Source: an optimization exercise on an open RTL-to-GDS flow (aim: small area and a short achievable clock period). Production flows keep margins and buffers that such runs may drop.
In this exercise RTL edits were held to simulation tests only and were not proved equivalent to the original.
Power is estimated from default activity; no workload was simulated.

$ cat flow/design.v
module spi_slave_bridge #(
  parameter int W = 32,
  parameter int TAG_W = 4,
  parameter int TX_DEPTH = 64,
  parameter int RX_DEPTH = 16,
  parameter int URGENT_LVL = 48
) (
  input  logic         clk,
  input  logic         rst,
  input  logic         spi_clk,
  input  logic         spi_mosi,
  input  logic         spi_cs,
  output logic         spi_miso,
  output logic         gpio_rd_valid,
  output logic         gpio_rd_urgent,
  input  logic         gpio_rd_cntreq,
  input  logic         wr_en,
  input  logic [W-1:0] wr_din,
  output logic         wr_full,
  input  logic         rd_en,
  output logic         rd_rdy,
  output logic [W-1:0] rd_dout,
  output logic [7:0]   rx_ovf_cnt,
  output logic [7:0]   short_cnt
);
  localparam int CNT_W = $clog2(TX_DEPTH + 1);
  localparam int SH_W = W - TAG_W - 4 - CNT_W;
  localparam int RX_CW = $clog2(RX_DEPTH + 1);
  localparam int BC_W = $clog2(W + 1);
  localparam int SC_W = $clog2(W);
  localparam int RXM = RX_DEPTH - 1;           
  localparam int HI_N = TX_DEPTH / 8;
  logic [2:0] sck_s, cs_s, cr_s;
  logic [1:0] mosi_s;
  logic armed, active, stat_pending, status_ok;
  logic [BC_W-1:0] bit_cnt;                    
  logic [SC_W-1:0] tx_shn;
  logic src_fifo, src_stat;
  logic [SH_W-1:0] shadow;
  logic [CNT_W-1:0] cnt_snap, snap_n, tx_cnt, avail;
  logic [TX_DEPTH-1:0][W-1:0] tx_mem;
  logic [HI_N-1:0] wp_hi;                      
  logic [7:0] wp_lo;
  logic [HI_N-1:0] pf_hi;                      
  logic [7:0] pf_lo;
  logic [TX_DEPTH-1:0] pf_sel;
  logic [W-1:0] tx_w, tx_pf, tx_rd, rx_sh, stat_word;
  logic [RXM-1:0][W-1:0] rx_mem;
  logic [RXM-1:0] rx_wq, rx_rq;                
  logic [RX_CW-1:0] rx_cnt;
  logic [W-1:0] rx_rd, rx_head_n;
  logic sck_rise, sck_fall, cs_fall, cs_rise, cr_edge, done, load, pop_tx, push_tx;
  logic push_rx, push_rx_ok, pop_rx, stat_n, avail_nz, sel_fifo, sel_stat, pf_inc, pf_dec;
  logic tx_is0, tx_is1, tx_is2, rx_full, rx_is1, rx_is2, rx_is15, pf_byp, rx_wr_mem;
  logic rx_head_en, rx_adv;
  always_comb begin
    sck_rise = sck_s[1] & ~sck_s[2];
    sck_fall = ~sck_s[1] & sck_s[2];
    cs_fall = armed & ~cs_s[1] & cs_s[2];
    cs_rise = cs_s[1] & ~cs_s[2];
    cr_edge = cr_s[1] ^ cr_s[2];
    done = bit_cnt[BC_W-1];
    load = done | cs_fall;
    tx_is2 = tx_cnt == CNT_W'(2);
    pop_tx = done & src_fifo;
    push_tx = wr_en & (|wr_din[W-1 -: TAG_W]) & ~tx_cnt[CNT_W-1];
    push_rx = done & (|rx_sh[W-1 -: TAG_W]);
    push_rx_ok = push_rx & ~rx_full;
    pop_rx = rd_en & rd_rdy;
    stat_n = cr_edge | (stat_pending & ~(done & src_stat));
    snap_n = cr_edge ? tx_cnt : cnt_snap;
    avail = tx_cnt - CNT_W'(pop_tx);
    avail_nz = ~tx_is0 & ~(pop_tx & tx_is1);
    sel_stat = stat_n;
    sel_fifo = ~stat_n & avail_nz;
    stat_word = {{TAG_W{1'b0}}, 1'b1, sel_stat, ~avail_nz, status_ok,
                 sel_stat ? snap_n : avail, shadow};
    pf_inc = sel_fifo & (pop_tx | (load & ~src_fifo));
    pf_dec = cs_fall & src_fifo & ~sel_fifo;
    for (int i = 0; i < TX_DEPTH; i++) pf_sel[i] = pf_hi[i / 8] & pf_lo[i % 8];
    tx_rd = '0;
    for (int i = 0; i < TX_DEPTH; i++) tx_rd = tx_rd | (tx_mem[i] & {W{pf_sel[i]}});
    pf_byp = push_tx & (src_fifo ? tx_is1 : tx_is0);
    rx_is2 = rx_cnt == RX_CW'(2);
    rx_is15 = rx_cnt == RX_CW'(RX_DEPTH - 1);
    rx_rd = '0;
    for (int i = 0; i < RXM; i++) rx_rd = rx_rd | (rx_mem[i] & {W{rx_rq[i]}});
    rx_adv = pop_rx & ~rx_is1;
    rx_wr_mem = push_rx_ok & rd_rdy & ~(pop_rx & rx_is1);
    rx_head_en = pop_rx | (push_rx_ok & ~rd_rdy);
    rx_head_n = (~rd_rdy | rx_is1) ? (rx_sh & {W{push_rx_ok}}) : rx_rd;
  end
  always_ff @(posedge clk) cr_s <= {cr_s[1:0], gpio_rd_cntreq};
  always_ff @(posedge clk) begin
    for (int i = 0; i < TX_DEPTH; i++)
      if (push_tx & wp_hi[i / 8] & wp_lo[i % 8]) tx_mem[i] <= wr_din;
    for (int i = 0; i < RXM; i++)
      if (rx_wr_mem & rx_wq[i]) rx_mem[i] <= rx_sh;
    tx_pf <= pf_byp ? wr_din : tx_rd;
  end
  always_ff @(posedge clk) begin
    if (rst) begin
      sck_s <= '0;
      cs_s <= '0;
      mosi_s <= '0;
      armed <= 1'b0;
      active <= 1'b0;
      bit_cnt <= '0;
      tx_is0 <= 1'b1;
      tx_is1 <= 1'b0;
      src_fifo <= 1'b0;
      src_stat <= 1'b0;
      stat_pending <= 1'b0;
      status_ok <= 1'b0;
      shadow <= '0;
      tx_cnt <= '0;
      wp_hi <= HI_N'(1);
      wp_lo <= 8'd1;
      pf_hi <= HI_N'(1);
      pf_lo <= 8'd1;
      rx_cnt <= '0;
      rd_rdy <= 1'b0;
      rd_dout <= '0;
      rx_full <= 1'b0;
      rx_is1 <= 1'b0;
      rx_wq <= RXM'(1);
      rx_rq <= RXM'(1);
      rx_ovf_cnt <= '0;
      short_cnt <= '0;
      spi_miso <= 1'b0;
      gpio_rd_valid <= 1'b0;
      gpio_rd_urgent <= 1'b0;
      wr_full <= 1'b0;
    end else begin
      sck_s <= {sck_s[1:0], spi_clk};
      cs_s <= {cs_s[1:0], spi_cs};
      mosi_s <= {mosi_s[0], spi_mosi};
      armed <= armed | cs_rise;
      stat_pending <= stat_n;
      spi_miso <= active & tx_w[SC_W'(W - 1) - tx_shn];
      if (load) begin
        bit_cnt <= '0;
        src_fifo <= sel_fifo;
        src_stat <= sel_stat;
      end else if (active & sck_rise) begin
        bit_cnt <= bit_cnt + 1'b1;
      end
      if (cs_fall) active <= 1'b1;
      if (active & cs_rise) begin
        active <= 1'b0;
        bit_cnt <= '0;
        if (!done && bit_cnt != '0 && short_cnt != 8'hFF) short_cnt <= short_cnt + 8'd1;
      end
      if (wr_en & ~|wr_din[W-1 -: TAG_W]) begin
        shadow <= wr_din[SH_W-1:0];
        status_ok <= 1'b1;
      end
      tx_cnt <= tx_cnt + CNT_W'(push_tx) - CNT_W'(pop_tx);
      if (push_tx) begin
        wp_lo <= {wp_lo[6:0], wp_lo[7]};
        if (wp_lo[7]) wp_hi <= {wp_hi[HI_N-2:0], wp_hi[HI_N-1]};
      end
      tx_is0 <= (tx_is0 & ~push_tx) | (tx_is1 & pop_tx & ~push_tx);
      tx_is1 <= (tx_is0 & push_tx) | (tx_is1 & ~(push_tx ^ pop_tx)) | (tx_is2 & pop_tx & ~push_tx);
      if (pf_inc) begin
        pf_lo <= {pf_lo[6:0], pf_lo[7]};
        if (pf_lo[7]) pf_hi <= {pf_hi[HI_N-2:0], pf_hi[HI_N-1]};
      end else if (pf_dec) begin
        pf_lo <= {pf_lo[0], pf_lo[7:1]};
        if (pf_lo[0]) pf_hi <= {pf_hi[0], pf_hi[HI_N-1:1]};
      end
      gpio_rd_valid <= ~tx_is0;
      gpio_rd_urgent <= tx_cnt >= CNT_W'(URGENT_LVL);
      wr_full <= tx_cnt == CNT_W'(TX_DEPTH);
      rx_cnt <= rx_cnt + RX_CW'(push_rx_ok) - RX_CW'(pop_rx);
      rd_rdy <= push_rx_ok | (rd_rdy & ~(pop_rx & rx_is1));
      if (rx_head_en) rd_dout <= rx_head_n;
      rx_full <= (rx_full & ~pop_rx) | (rx_is15 & push_rx_ok & ~pop_rx);
      rx_is1 <= (rx_is1 & ~(push_rx_ok ^ pop_rx)) | (~rd_rdy & push_rx_ok) |
                (rx_is2 & pop_rx & ~push_rx_ok);
      if (rx_wr_mem) rx_wq <= {rx_wq[RXM-2:0], rx_wq[RXM-1]};
      if (rx_adv) rx_rq <= {rx_rq[RXM-2:0], rx_rq[RXM-1]};
      if (push_rx & ~push_rx_ok & (rx_ovf_cnt != 8'hFF)) rx_ovf_cnt <= rx_ovf_cnt + 8'd1;
    end
  end
  always_ff @(posedge clk) begin
    cnt_snap <= snap_n;
    if (load) tx_shn <= '0;
    else if (active & sck_rise) rx_sh <= {rx_sh[W-2:0], mosi_s[1]};
    else if (active & sck_fall & (bit_cnt != '0)) tx_shn <= tx_shn + 1'b1;
  end
  always_ff @(posedge clk)
    if (load & ~(sel_fifo & src_fifo & ~pop_tx)) tx_w <= sel_fifo ? tx_pf : stat_word;
endmodule
$ cat flow/constraint.sdc
create_clock -name core_clock -period 5.5 [get_ports {clk}]
set_input_delay 1.1000 -clock core_clock [delete_from_list [all_inputs] [get_ports {clk}]]
set_output_delay 1.1000 -clock core_clock [all_outputs]
set_load 0.01 [all_outputs]
$ cat flow/run.sh
#!/bin/bash
# synth_recipe.tcl (not shown) runs the flow's synth.tcl, then flattens the netlist and writes it again
# the make line also repeats each setting of config.mk as NAME=value (left out here)
make -C /OpenROAD-flow-scripts/flow DESIGN_CONFIG=/design/flow/config.mk WORK_HOME=/design/flow/orfs CLKGATE_MAP_FILE= SYNTH_SCRIPT=/design/flow/synth_recipe.tcl finish
$ cat flow/config.mk
export PLATFORM = sky130hd
export DESIGN_NAME = spi_slave_bridge
export DESIGN_NICKNAME = spi_slave_bridge
export VERILOG_FILES = /design/flow/design.v
export SDC_FILE = /design/flow/constraint.sdc
export NUM_CORES = 4
export LEC_CHECK = 0
export ABC_CLOCK_PERIOD_IN_PS = 2500
export CAP_MARGIN = 20
export CORE_MARGIN = 2
export CORE_UTILIZATION = 45
export SETUP_SLACK_MARGIN = 3.0
export SLEW_MARGIN = 20
==> results of run 1 <==
cell families after synthesis:
group	Yosys count	synth area share, %
mux	40	0.5373
buf+inv	517	2.101
xor+xnor	30	0.2614
compound gates	1836	12.92
flops	2807	79.44
fa+ha+maj	29	0.3654
simple gates	902	4.371
metal layers:
layer | wire [microns] | part of all wire [%] | global-route usage (%) | vias up
li1 | - | - | - | 26760
met1 | 139900 | 32 | 43.26 | 36010
met2 | 179900 | 42 | 50.43 | 7420
met3 | 74460 | 17 | 16.48 | 1985
met4 | 37750 | 8.7 | 23.30 | 30
met5 | 444 | 0.10 | 1.776 | -
repair_timing:
| item | in CTS | in global routing |
|---|---|---|
| setup endpoints to repair | 2726 | 497 |
| resized for setup | 614 | 87 |
| setup buffers | 346 | 45 |
| cloned | 72 | 8 |
| pin swaps | 44 | 36 |
state kept, by name, indices dropped and copies added, names as in the netlist, 15 cells and up:
name / flops
rx_rq: 15
rx_wq: 15
rx_mem: 480
tx_pf: 32
shadow: 17
tx_w: 32
rd_dout: 32
tx_mem: 2048
rx_sh: 32
cells in the final DEF (no fill, tap or decap), types with 34 or more instances in the layout:
cell type and instances:
nor3_1 34, a221oi_1 69, nand2_1 191, nand4_1 72, buf_6 81, and3_4 113
a222oi_1 107, o22ai_1 111, buf_12 232, clkbuf_16 315, clkbuf_1 71, edfxtp_1 2592
dfxtp_4 40, buf_4 295, clkinv_1 47, nand3_1 190, a22o_1 91, nor2_1 155
a22oi_1 786, clkinv_2 54, dfxtp_1 141, and3_1 36, dfxtp_2 34, a32oi_1 34
a21oi_1 354
stage by stage:
step	power [mW]	utilization [%]	setup WS (ns)
after floorplan	24.46	-	2.181
after global placement	25.14	47.57	1.165
after detailed placement	25.16	47.58	1.157
after CTS	44.56	54.86	2.785
after global routing	45.62	55.35	2.785
final	44.83	55.37	2.782
final timing paths:
kind / startpoint / endpoint / slack, ns / depth (start not counted)
hold reg to reg: cr_s[0]$_DFF_P_ / cr_s[1]$_DFF_P_ / 0.38 / 0
setup / recovery: wr_din[29] / tx_cnt[6]$_SDFF_PP0_ / 2.78 / 17
setup reg to reg: pf_lo[0]$_SDFFE_PP1P_ / tx_pf[14]$_DFF_P_ / 2.82 / 7
hold / removal: wr_din[10] / tx_mem[1930]$_DFFE_PP_ / 0.35 / 1
power breakdown:
group	switching (mW)	total (mW)	internal, mW
clock	8.40	19.8	11.4
combinational	0.968	1.39	0.426
sequential	0.282	23.7	23.4
total	9.65	44.8	35.2
cells in the mapped netlist (15+ instances only):
master	n
o21ai_0	22
o22ai_1	118
inv_1	62
nor2_1	157
mux2_2	24
and2_1	23
nor2b_1	15
nand4_1	72
o22a_1	21
a211oi_1	23
ha_1	27
buf_1	115
nor3_1	45
clkbuf_1	219
buf_2	102
a22o_1	91
edfxtp_1	2592
a222oi_1	107
a32oi_1	39
a221oi_1	72
o211ai_1	30
a21o_1	15
xnor2_1	20
a21oi_1	365
a22oi_1	797
and3_1	94
dfxtp_1	215
nor4_1	51
a31oi_1	28
nand3_1	192
nand2_1	212
final cells by class:
cell class              instances  area [sq um]
clock inverters               137          1202
repair inverters                5         37.54
fillers                     17390        101700
inverters                      69         456.7
repair buffers                698          9190
well taps                    3009          3765
multi-input cells            2896         21020
clock buffers                 389          8134
flip-flops and latches       2807         82330
diodes                         31         77.57
==> metrics.yaml, run 1 <==
run_status:
  status: "finished clean"
timing:
  period_needed_ns: 2.718
  timing.hold.ws_ns: 0.3515
  hold_violations: 0
  finClkSkew_ns: 0.09230
  post-route-period-util_pct: 49.42
  slew_headroom_pct: 10.54
  setup_viol: 0
  worstMarginPinSlew_ns: 1.340
  fmax_mhz: 367.9
  drv_slew: 0
  setup_tns_ns: 0
  rsz0062_at_grt: "yes"
synthesis:
  synth.distinct_cells: 80
  synthCells: 6161
  synth_area_leaders: "edfxtp_1 75%, a22oi_1 5.8%, dfxtp_1 4.2%"
  syn_nets: 6230
  synth_flop_cell: "edfxtp_1"
  synth_edf_count: 2592
  yosysTopAreaCell: "edfxtp_1"
  syn_area_sq_um: 103400
  synth_warnings: 1
  synth.top_cell.area_share_pct: 75.28
  async_flop_share_pct: 0
  yosysSeqAreaShare_pct: 79.44
  synth-seq-cells: 2807
  avgSynthCellArea_sq_um: 16.78
placement:
  port_buffers: 92
  hpwl_microns: 203300
  dp.cells: 9012
  place_area_sq_um: 108400
  gp_congestion: 0.8987
critical_path:
  crit_path_start_kind: "input port"
  crit_top_cell: "buf_6"
  cp_slowest_cell: "fa_2"
  path_buf_inv: 7
  crit_path_end_kind: "flip-flop"
  critical_path.cell_chain: "buf_6, nor4_4, buf_6, nor3b_4, buf_6, buf_6, clkinv_8, ha_4, inv_4, ha_4, inv_2, fa_2, o21bai_4, a21oi_2, o21bai_1, a21oi_1, mux2_2"
  cpLargestDelayFamily: "buffers and inverters"
  worst-path-max-fanout: 2
  slowest_delay_ns: 0.36
  crit_arrival_ns: 3.54
  cp.required_ns: 6.32
  crit_type: "input port to flip-flop"
layout:
  nNetsFinal: 6850
  synthToLayoutAreaGrowth_pct: 22.07
  fin_area_sq_um: 126200
  fin_cells: 10040
  drive_gt1_share_pct: 21.93
power:
  power.density_nw_per_um2: 355.2
  vdd_ir_drop_max_mv: 0.3137
  leakage_nw: 39.61
drt:
  dr.pass1.iters: 9
  wire_per_inst_microns: 43.07
  antenna_left: 0
  drt_iter0_markers: 15160
  dr_total_vias: 72200
  totalWireLength_microns: 432400
  drc: 0
  routed_via_density: 7.191
cts:
  cts_root_buf: "clkbuf_16"
  cts_sinks: 2807
  cts_buffer_depth: 4
  cts_hold_buf: 0
  cts_tree: "built"
  cts-htree-levels: 5
  worstSkewPairLatency_ns: 0.98
  cts_buffers: 304
  clk_pin_slew_worst_paths_ns: 0.06
global_route:
  grt_max_degree: 82
  grtUsageTotal_pct: 35.52
  antenna_found_initial: 38
  grt_pass1_vias: 66190
  grt_pass1_wl_microns: 570300
  grt-ovfl-total: 0
floorplan:
  dieArea_sq_um: 233600
  die_w_microns: 483.3
  design.core.area_sq_um: 227900
  fp.dieH_microns: 483.3
  rows: 175
  ios: 93
  start_util_pct: 45.36
run:
  maxCapViolCount: 0
min_path:
  hp-class: "input port to flip-flop"
==> run 2: changes to the inputs <==
--- a/flow/design.v
+++ b/flow/design.v
@@ -155,7 +155,8 @@
         shadow <= wr_din[SH_W-1:0];
         status_ok <= 1'b1;
       end
-      tx_cnt <= tx_cnt + CNT_W'(push_tx) - CNT_W'(pop_tx);
+      if (push_tx & ~pop_tx) tx_cnt <= tx_cnt + 1'b1;
+      else if (pop_tx & ~push_tx) tx_cnt <= tx_cnt - 1'b1;
       if (push_tx) begin
         wp_lo <= {wp_lo[6:0], wp_lo[7]};
         if (wp_lo[7]) wp_hi <= {wp_hi[HI_N-2:0], wp_hi[HI_N-1]};
@@ -172,7 +173,8 @@
       gpio_rd_valid <= ~tx_is0;
       gpio_rd_urgent <= tx_cnt >= CNT_W'(URGENT_LVL);
       wr_full <= tx_cnt == CNT_W'(TX_DEPTH);
-      rx_cnt <= rx_cnt + RX_CW'(push_rx_ok) - RX_CW'(pop_rx);
+      if (push_rx_ok & ~pop_rx) rx_cnt <= rx_cnt + 1'b1;
+      else if (pop_rx & ~push_rx_ok) rx_cnt <= rx_cnt - 1'b1;
       rd_rdy <= push_rx_ok | (rd_rdy & ~(pop_rx & rx_is1));
       if (rx_head_en) rd_dout <= rx_head_n;
       rx_full <= (rx_full & ~pop_rx) | (rx_is15 & push_rx_ok & ~pop_rx);
--- a/flow/config.mk
+++ b/flow/config.mk
@@ -9,5 +9,7 @@
 export CAP_MARGIN = 20
 export CORE_MARGIN = 2
 export CORE_UTILIZATION = 45
+export CTS_CLUSTER_DIAMETER = 100
+export CTS_CLUSTER_SIZE = 24
 export SETUP_SLACK_MARGIN = 3.0
 export SLEW_MARGIN = 20
==> run 2 against run 1 <==
Effect of this change:
- final area shrank 8.1%
- critical path depth shrank 11
- critical endpoint is now tx_pf[9]$_DFF_P_
- still clean
- sequential power is essentially flat
- non-clock buffer count shrank 203
- wire length shrank 4.9%
- highest routed layer unchanged
- clock power shrank 41%
==> metrics.yaml, run 2 <==
min_path:
  hold_start: "cr_s[0]$_DFF_P_"
  hp-class: "flip-flop to flip-flop"
run:
  maxCapViolCount: 0
cts:
  clk_pin_slew_worst_paths_ns: 0.10
  cts_root_buf: "clkbuf_16"
  cts_tree: "built"
  cts_buffers: 136
  cts-htree-levels: 4
  cts_sinks: 2807
  cts_buffer_depth: 3
  worstSkewPairLatency_ns: 0.87
synthesis:
  synth_warnings: 1
  netlist_top_cells_count: "2,592 x edfxtp_1, 814 x a22oi_1, 346 x a21oi_1"
  synth_edf_count: 2592
  yosysTopAreaCell: "edfxtp_1"
  synthCells: 6137
  avgSynthCellArea_sq_um: 16.82
  synth.top_cell.area_share_pct: 75.42
  async_flop_share_pct: 0
  yosysSeqAreaShare_pct: 79.59
  syn_nets: 6196
  synth_most_common_cell: "edfxtp_1"
  synth.distinct_cells: 80
  synth_flop_cell: "edfxtp_1"
  syn_area_sq_um: 103200
  synth_area_leaders: "edfxtp_1 75%, a22oi_1 5.9%, dfxtp_1 4.2%"
  synth-seq-cells: 2807
timing:
  post-route-period-util_pct: 47.88
  slew_headroom_pct: 25.20
  setup_viol: 0
  rsz0062_at_grt: "yes"
  hold_violations: 0
  period_needed_ns: 2.633
  drv_slew: 0
  fmax_mhz: 379.8
  setup_tns_ns: 0
  worstMarginPinSlew_ns: 1.122
  finClkSkew_ns: 0.04613
global_route:
  grt_pass1_wl_microns: 539300
  antenna_found_initial: 17
  grt_max_degree: 80
  grt_pass1_vias: 61940
  grt-ovfl-total: 0
  grtUsageTotal_pct: 34.02
power:
  p_sw_share_pct: 21.95
  pwr-share-clk_pct: 32.0
  p_switching_mw: 8.057
  seq_power_share_pct: 64.4
  internal-power_mw: 28.64
  power.density_nw_per_um2: 316.3
  leakage_nw: 35.05
  vdd_ir_drop_max_mv: 0.3574
  power_frac_comb_pct: 3.6
layout:
  synthToLayoutAreaGrowth_pct: 12.44
  final_common_cell: "edfxtp_1"
  drive_gt1_share_pct: 15.73
  utilization_pct: 50.96
  top_regs: "tx_mem (2048), rx_mem (480)"
  layout_common_cells: "2,592 x edfxtp_1, 805 x a22oi_1, 337 x a21oi_1"
  nNetsFinal: 6422
  largest_register_ffs: 2048
  top_register: "tx_mem"
  fin_area_sq_um: 116000
floorplan:
  fp.dieH_microns: 482.9
  die_w_microns: 482.9
  dieArea_sq_um: 233200
  rows: 175
  design.core.area_sq_um: 227700
  start_util_pct: 45.32
  ios: 93
run_status:
  status: "finished clean"
drt:
  dr_total_vias: 68540
  drc: 0
  totalWireLength_microns: 411200
  drt_iter0_markers: 14530
  wire_per_inst_microns: 43.31
  routed_via_density: 7.220
  dr.pass1.iters: 9
  antenna_left: 0
critical_path:
  startpoint: "pf_lo[4]$_SDFFE_PP0P_"
  crit_path_start_kind: "flip-flop"
  slowest_delay_ns: 0.47
  crit_type: "flip-flop to flip-flop"
  crit_arrival_ns: 3.39
  worst-path-max-fanout: 18
  critical_path.cell_chain: "inv_4, buf_4, o22ai_1, nor4_1, a21boi_0, a31oi_1"
  crit_path_end_kind: "flip-flop"
  r2r_start: "pf_lo[4]$_SDFFE_PP0P_"
  cp_slowest_cell: "buf_4"
  cp.required_ns: 6.25
placement:
  hpwl_microns: 203100
  place_area_sq_um: 108300
  port_buffers: 92
  gp_congestion: 0.8822
run 2: cell type report:
class | count | area, sq um
antenna | 27 | 67.56
sequential | 2807 | 82330
clock inverter | 17 | 254.0
timing repair buffer | 495 | 5142
multi-input combinational | 2855 | 20250
tap | 3009 | 3765
inverter | 57 | 392.9
clock buffer | 215 | 3764
timing repair inverter | 11 | 87.58
fill | 18440 | 111700
run 2: worst paths after layout:
path	to	slack [ns]	cells past startpoint
hold reg to reg	cr_s[1]$_DFF_P_	0.35	0
hold / removal	cr_s[1]$_DFF_P_	0.35	0
setup / recovery	tx_pf[9]$_DFF_P_	2.87	6
setup reg to reg	tx_pf[9]$_DFF_P_	2.87	6
run 2: power groups by stage:
stage	clock network, mW	logic [mW]	registers [mW]
finish	11.7	1.31	23.6
global route	12.4	1.36	23.6
CTS	11.7	1.20	23.6
detailed placement	0	1.13	24.1
global placement	0	1.11	24.1
floorplan	0	0.590	24.0
run 2: critical path: cells and delay by family, from the launching register on:
family	cells	cell delay (ns)
AO/OA/AOI/OAI	3	0.70
buffers and inverters	2	0.91
flip-flops	1	0.41
AND/OR/NAND/NOR	1	0.46
run 2: stage by stage:
stage	hold WS [ns]	instances	power (mW)	setup WS (ns)
5_1_grt	0.3565	9473	37.37	2.857
6_report	0.3453	9493	36.70	2.867
4_1_cts	0.3537	9405	36.51	2.818
2_1_floorplan	0.3096	6137	24.54	2.122
3_3_place_gp	0.3282	8993	25.22	1.370
3_5_place_dp	0.3230	8993	25.23	1.375
run 2: kinds of logic (layout without fill, tap and decap cells):
logic type,Yosys count,in the layout,synth area share (%)
compound gates,1851,1851,13.04
simple gates,881,907,4.306
mux,46,46,0.5989
other cells,0,27,0
buf+inv,501,795,1.946
fa+ha+maj,19,19,0.2449
flops,2807,2807,79.59
xor+xnor,32,32,0.2716
run 2: per-layer routing:
metal | part of all wire [%] | global-route usage, %
met1 | 34 | 44.14
met2 | 43 | 49.92
met3 | 16 | 10.96
met4 | 7.8 | 20.73
met5 | 0.010 | 0
run 2: what timing repair did:
action                                   CTS  global route
pin swaps                                 34            49
hold buffers                               0             0
resized for setup                        489            98
setup buffers                            139            52
endpoints found under the setup margin  2666           457
cloned                                    41             9
==> run 3: changes to the inputs <==
--- a/flow/design.v
+++ b/flow/design.v
@@ -51,6 +51,7 @@
   logic [W-1:0] rx_rd, rx_head_n;
   logic sck_rise, sck_fall, cs_fall, cs_rise, cr_edge, done, load, pop_tx, push_tx;
   logic push_rx, push_rx_ok, pop_rx, stat_n, avail_nz, sel_fifo, sel_stat, pf_inc, pf_dec;
+  logic rx_tag_nz;                             
   logic tx_is0, tx_is1, tx_is2, rx_full, rx_is1, rx_is2, rx_is15, pf_byp, rx_wr_mem;
   logic rx_head_en, rx_adv;
   always_comb begin
@@ -64,7 +65,7 @@
     tx_is2 = tx_cnt == CNT_W'(2);
     pop_tx = done & src_fifo;
     push_tx = wr_en & (|wr_din[W-1 -: TAG_W]) & ~tx_cnt[CNT_W-1];
-    push_rx = done & (|rx_sh[W-1 -: TAG_W]);
+    push_rx = done & rx_tag_nz;
     push_rx_ok = push_rx & ~rx_full;
     pop_rx = rd_en & rd_rdy;
     stat_n = cr_edge | (stat_pending & ~(done & src_stat));
@@ -188,7 +189,10 @@
   always_ff @(posedge clk) begin
     cnt_snap <= snap_n;
     if (load) tx_shn <= '0;
-    else if (active & sck_rise) rx_sh <= {rx_sh[W-2:0], mosi_s[1]};
+    else if (active & sck_rise) begin
+      rx_sh <= {rx_sh[W-2:0], mosi_s[1]};
+      rx_tag_nz <= |rx_sh[W-2 -: TAG_W];
+    end
     else if (active & sck_fall & (bit_cnt != '0)) tx_shn <= tx_shn + 1'b1;
   end
   always_ff @(posedge clk)
==> run 3 against run 2 <==
Effect of this change:
- maximum frequency fell by 0.49%
- synthesized cell count fell by 0.78%
- sequential power about the same
- clock skew is 0.014 ns higher
- first-iteration DRC count increased by 1.2%
- final cell count down 0.47%
- clock power about the same
- sequential share of layout area down 0.19 points
- via count down 0.81%
==> metrics.yaml, run 3 <==
run_status:
  status: "finished clean"
layout:
  largest_register_ffs: 2048
  fin_area_sq_um: 116400
  layout_common_cells: "2,593 x edfxtp_1, 818 x a22oi_1, 250 x a21oi_1"
  nFillCells: 18220
  utilization_pct: 51.15
  top_regs: "tx_mem (2048), rx_mem (480)"
  drive_gt1_share_pct: 15.90
  top_register: "tx_mem"
  synthToLayoutAreaGrowth_pct: 13.04
  final_common_cell: "edfxtp_1"
  nNetsFinal: 6388
synthesis:
  syn_nets: 6148
  async_flop_share_pct: 0
  synth_warnings: 1
  synthCells: 6089
  synth_edf_count: 2593
  synth_most_common_cell: "edfxtp_1"
  synth.distinct_cells: 79
  synth_area_leaders: "edfxtp_1 76%, a22oi_1 6.1%, dfxtp_1 4.2%"
  netlist_top_cells_count: "2,593 x edfxtp_1, 836 x a22oi_1, 256 x a21oi_1"
  synth_flop_cell: "edfxtp_1"
  yosysSeqAreaShare_pct: 79.81
  avgSynthCellArea_sq_um: 16.91
  syn_area_sq_um: 102900
  synth-seq-cells: 2808
  yosysTopAreaCell: "edfxtp_1"
  synth.top_cell.area_share_pct: 75.63
critical_path:
  crit_type: "flip-flop to flip-flop"
  reg2reg_depth: 8
  crit_arrival_ns: 3.40
  crit_path_start_kind: "flip-flop"
  worst-path-max-fanout: 63
  crit_path_end_kind: "flip-flop"
  cp.required_ns: 6.25
floorplan:
  dieArea_sq_um: 232600
  design.core.area_sq_um: 227500
  die_w_microns: 482.3
  start_util_pct: 45.25
  ios: 93
  fp.dieH_microns: 482.3
  rows: 175
placement:
  place_area_sq_um: 108400
  pre_cts_ws_ns: 1.124
  gp_congestion: 0.9044
  port_buffers: 92
  hpwl_microns: 206700
power:
  vdd_ir_drop_max_mv: 0.2413
  power.density_nw_per_um2: 315.3
  leakage_nw: 35.00
drt:
  routed_via_density: 7.195
  drt_iter0_markers: 14710
  dr.pass1.iters: 10
  antenna_left: 0
  drc: 0
  wire_per_inst_microns: 42.66
  totalWireLength_microns: 403000
  dr_total_vias: 67980
timing:
  timing.hold.ws_ns: 0.3541
  post-route-period-util_pct: 48.11
  slew_headroom_pct: 18.33
  setup_viol: 0
  worstMarginPinSlew_ns: 1.225
  layout_setup_ws_ns: 2.854
  setup_tns_ns: 0
  period_needed_ns: 2.646
  rsz0062_at_grt: "yes"
  drv_slew: 0
  finClkSkew_ns: 0.06027
  fmax_mhz: 377.9
  hold_violations: 0
global_route:
  grt-ovfl-total: 0
  antenna_found_initial: 36
  grt_max_degree: 104
  grtUsageTotal_pct: 33.41
  grt_pass1_vias: 61690
  grt_pass1_wl_microns: 531400
cts:
  cts_sinks: 2808
  cts_buffer_depth: 3
  cts_tree: "built"
  cts_buffers: 136
  clk_pin_slew_worst_paths_ns: 0.10
  cts_root_buf: "clkbuf_16"
  cts_hold_buf: 0
  cts-htree-levels: 4
  worstSkewPairLatency_ns: 0.87
run:
  maxCapViolCount: 0
min_path:
  hp-class: "flip-flop to flip-flop"
  hold_depth: 0
run 3: cell families after synthesis:
family | Yosys count | share of synthesized area [%]
adder cells (fa/ha/maj) | 19 | 0.2455
XOR/XNOR | 34 | 0.2892
AND/OR/NAND/NOR | 911 | 4.418
flip-flops | 2808 | 79.81
multiplexers | 43 | 0.5688
AO/OA/AOI/OAI | 1776 | 12.69
buffers and inverters | 498 | 1.979
run 3: per-stage QoR:
stage          cells  power, mW
6_report        9448      36.69
5_1_grt         9432      37.37
4_1_cts         9368      36.49
3_5_place_dp    8954      25.29
3_3_place_gp    8948      25.29
2_1_floorplan   6089      24.54
run 3: power breakdown:
part	switching [mW]	total [mW]	internal, mW
Sequential	0.330	23.7	23.4
Clock	6.76	11.6	4.88
Combinational	0.922	1.34	0.414
run 3: area by class of cell:
class / count / area (sq um) / share of cell area (%)
sequential: 2808 / 82340 / 70.75
antenna: 22 / 55.05 / 0.04731
multi-input combinational: 2805 / 19930 / 17.13
inverter: 53 / 365.4 / 0.3139
timing repair buffer: 517 / 5897 / 5.067
clock inverter: 13 / 183.9 / 0.1580
clock buffer: 213 / 3777 / 3.246
tap: 3009 / 3765 / 3.235
timing repair inverter: 8 / 62.56 / 0.05376
run 3: layer usage:
layer,vias to the layer above,global-route usage (%),wire length (microns),part of all wire [%]
met4,42,15.57,22040,5.5
met5,-,1.083,656,0.16
met2,6868,47.14,169800,42
li1,25570,-,-,-
met3,1143,13.27,70110,17
met1,34360,45.19,140400,35
run 3: path summary, 6_finish.rpt:
| path | endpoint | startpoint | slack, ns |
|---|---|---|---|
| setup / recovery | tx_pf[29]$_DFF_P_ | pf_hi[5]$_SDFFE_PP0P_ | 2.85 |
| hold / removal | cr_s[1]$_DFF_P_ | cr_s[0]$_DFF_P_ | 0.35 |
| setup reg to reg | tx_pf[29]$_DFF_P_ | pf_hi[5]$_SDFFE_PP0P_ | 2.85 |
| hold reg to reg | cr_s[1]$_DFF_P_ | cr_s[0]$_DFF_P_ | 0.35 |
run 3: critical path: stages, from the launching register on:
cell and delay, ns:
dfxtp_4 0.44, buf_4 0.17, buf_12 0.17, a22oi_2 0.33
a21oi_1 0.18, nor4_2 0.34, buf_4 0.23, nand3_1 0.14
o32a_1 0.33
run 3: timing repair:
| action | CTS | global route |
|---|---|---|
| gates resized for setup | 466 | 92 |
| setup buffers | 159 | 50 |
| pin swaps | 38 | 52 |
| endpoints found under the setup margin | 2713 | 478 |
| cloned | 29 | 8 |
==> run 4: changes to the inputs <==
--- a/flow/config.mk
+++ b/flow/config.mk
@@ -11,5 +11,5 @@
 export CORE_UTILIZATION = 45
 export CTS_CLUSTER_DIAMETER = 100
 export CTS_CLUSTER_SIZE = 24
-export SETUP_SLACK_MARGIN = 3.0
+export SETUP_SLACK_MARGIN = 3.1
 export SLEW_MARGIN = 20
==> run 4 against run 3 <==
Effect of this change:
- still clean on timing, DRC and antenna
- register-to-register slack about the same
- utilization up 2.0 points
- clock-buffer cell count up 1
- power up 0.48%
- non-clock buffer count up 218
- global-route usage up 1.7 points
- largest power group unchanged
- highest routed layer unchanged
==> metrics.yaml, run 4 <==
drt:
  wire_per_inst_microns: 44.63
  dr_total_vias: 71640
  routed_via_density: 7.381
  drc: 0
  drt_iter0_markers: 17850
  antenna_left: 0
  totalWireLength_microns: 433200
  dr.pass1.iters: 14
timing:
  rsz0062_at_grt: "yes"
  period_needed_ns: 2.653
  hold_violations: 0
  slew_headroom_pct: 18.95
  finClkSkew_ns: 0.06653
  timing.hold.ws_ns: 0.3446
  setup_viol: 0
  post-route-period-util_pct: 48.24
  fmax_mhz: 376.9
  setup_tns_ns: 0
  drv_slew: 0
  layout_setup_ws_ns: 2.847
  worstMarginPinSlew_ns: 1.216
placement:
  hpwl_microns: 197000
  gp_congestion: 0.8914
  dp.cells: 8923
  place_area_sq_um: 107900
  port_buffers: 92
  pre_cts_ws_ns: 1.100
floorplan:
  ios: 93
  fp.dieH_microns: 482.3
  start_util_pct: 45.25
  dieArea_sq_um: 232600
  design.core.area_sq_um: 227500
  rows: 175
  die_w_microns: 482.3
layout:
  fin_cells: 9706
  fin_area_sq_um: 121000
  layout_common_cells: "2,593 x edfxtp_1, 813 x a22oi_1, 324 x buf_4"
  drive_gt1_share_pct: 19.97
  synthToLayoutAreaGrowth_pct: 17.55
  top_regs: "tx_mem (2048), rx_mem (480)"
  nNetsFinal: 6637
  final_common_cell: "edfxtp_1"
  largest_register_ffs: 2048
  top_register: "tx_mem"
critical_path:
  worst-path-max-fanout: 9
  crit_path_start_kind: "flip-flop"
  cp.required_ns: 6.24
  crit_arrival_ns: 3.40
  r2r_slack_ns: 2.85
  crit_path_end_kind: "flip-flop"
  crit_type: "flip-flop to flip-flop"
cts:
  worstSkewPairLatency_ns: 0.89
  cts_root_buf: "clkbuf_16"
  cts_buffers: 136
  cts_tree: "built"
  cts_buffer_depth: 3
  clk_pin_slew_worst_paths_ns: 0.10
  cts-htree-levels: 4
  cts_sinks: 2808
power:
  power.density_nw_per_um2: 304.7
  p_switching_mw: 8.222
  seq_power_share_pct: 64.4
  pwr-share-clk_pct: 31.7
  p_sw_share_pct: 22.30
  vdd_ir_drop_max_mv: 0.2419
  leakage_nw: 37.04
  power_frac_comb_pct: 3.9
  internal-power_mw: 28.65
global_route:
  antenna_found_initial: 43
  grt_pass1_wl_microns: 555000
  grt-ovfl-total: 0
  grtUsageTotal_pct: 35.12
  grt_pass1_vias: 63100
  grt_max_degree: 71
synthesis:
  synth_warnings: 1
  synth_most_common_cell: "edfxtp_1"
  yosysSeqAreaShare_pct: 79.81
  synth.top_cell.area_share_pct: 75.63
  synth.distinct_cells: 79
  yosysTopAreaCell: "edfxtp_1"
  async_flop_share_pct: 0
  synth_edf_count: 2593
  synth_flop_cell: "edfxtp_1"
  synth_area_leaders: "edfxtp_1 76%, a22oi_1 6.1%, dfxtp_1 4.2%"
  avgSynthCellArea_sq_um: 16.91
  syn_area_sq_um: 102900
  netlist_top_cells_count: "2,593 x edfxtp_1, 836 x a22oi_1, 256 x a21oi_1"
  synth-seq-cells: 2808
  synthCells: 6089
  syn_nets: 6148
min_path:
  hp-class: "flip-flop to flip-flop"
run:
  maxCapViolCount: 0
run_status:
  status: "finished clean"
run 4: cell count changes in the layout (fill, tap and decap cells not counted), sizes merged, moves of 2 or more:
cell          change
buf             +197
and3             +27
clkbuf           +14
clkinv            +9
bufbuf            +8
clkinvlp          +5
bufinv            -2
dlymetal6s2s      +2
run 4: worst paths after layout:
check	start	end	depth (start not counted)
worst min-delay path	cr_s[0]$_DFF_P_	cr_s[1]$_DFF_P_	0
worst max register to register	pf_hi[1]$_SDFFE_PP0P_	tx_pf[16]$_DFF_P_	8
worst max-delay path	pf_hi[1]$_SDFFE_PP0P_	tx_pf[16]$_DFF_P_	8
worst min register to register	cr_s[0]$_DFF_P_	cr_s[1]$_DFF_P_	0
run 4: layer usage:
layer,global-route usage (%),vias to the layer above,share of wire (%)
li1,-,26160,-
met4,18.30,40,7.4
met3,15.53,1729,19
met1,46.56,35950,33
met5,0.4698,-,0.15
met2,48.60,7761,40
run 4: layout make-up:
| type | instances | area, sq um |
|---|---|---|
| Fill cell | 17650 | 106500 |
| Sequential cell | 2808 | 82360 |
| Multi-Input combinational cell | 2832 | 20590 |
| Timing Repair Buffer | 735 | 9756 |
| Tap cell | 3009 | 3765 |
| Clock buffer | 214 | 3717 |
| Inverter | 53 | 407.9 |
| Clock inverter | 20 | 272.8 |
| Timing Repair inverter | 12 | 91.34 |
| Antenna cell | 23 | 57.56 |
run 4: through the flow:
step                      power (mW)  utilization, %
after CTS                      36.56           52.11
after detailed placement       25.27           47.44
after global routing           37.47           53.17
final                          36.87           53.20
after floorplan                24.54               -
after global placement         25.27           47.42
run 4: what timing repair did:
action / 4_1_cts / 5_1_grt
buffers inserted: 321 / 113
hold buffers: 0 / 0
cloned: 63 / 29
pin swaps: 68 / 111
resized for setup: 667 / 183
setup endpoints to repair: 2769 / 832
run 4: logic make-up (layout without fill, tap and decap cells):
| kind of cell | after synthesis | count (layout) | share of synthesized area (%) |
|---|---|---|---|
| compound gates | 1776 | 1777 | 12.69 |
| xor+xnor | 34 | 34 | 0.2892 |
| fa+ha+maj | 19 | 19 | 0.2455 |
| buf+inv | 498 | 1034 | 1.979 |
| flops | 2808 | 2808 | 79.81 |
| mux | 43 | 43 | 0.5688 |
| other cells | 0 | 23 | 0 |
| simple gates | 911 | 959 | 4.418 |
run 4: critical path, cell delays in order, from the launching register on:
cell	delay [ns]
dfxtp_4	0.40
buf_8	0.14
buf_16	0.15
buf_12	0.15
a222oi_1	0.81
o22a_1	0.28
o21ai_1	0.08
nor4_2	0.33
a31oi_1	0.16
run 4: power by group through the flow:
| stage | registers [mW] | logic, mW | clock network (mW) |
|---|---|---|---|
| floorplan | 24.0 | 0.576 | 0 |
| global placement | 24.2 | 1.11 | 0 |
| detailed placement | 24.1 | 1.12 | 0 |
| CTS | 23.7 | 1.30 | 11.6 |
| global route | 23.7 | 1.48 | 12.3 |
| finish | 23.7 | 1.44 | 11.7 |

## re-timing with driven ports
The flow's constraints put no driver on any port. The routed layouts listed below were extracted and timed again, unchanged, in two steps.
Step 1 assumes that a clkbuf_16 drives the clock port and a buf_2 every other input.
Step 2, shift: input delay + t, output delay - t, t = (earliest + latest rising clock arrival at the registers) / 2. This alone moves slack from input paths to output paths.
a / b / c = ideal ports / drivers / drivers and shift; a / b = the first two.
run	shift t [ns]	setup slack, ns	worst setup path after step 2	clock arrival spread, ns	worst data-port slew with drivers (ns)
run 1	1.028	2.782 / 2.822 / 1.816	input to register	0.098 / 0.098	0.14
run 2	0.941	2.867 / 2.768 / 1.827	input to register	0.058 / 0.058	0.31
run 3	0.924	2.854 / 2.854 / 1.935	input to register	0.063 / 0.063	0.13
run 4	0.950	2.847 / 2.830 / 2.063	input to register	0.067 / 0.067	0.10
After both steps every run listed still meets setup and hold. The setup slack of run 2, which loses most, moves by -0.099 ns with the drivers and by -1.040 ns with both steps.
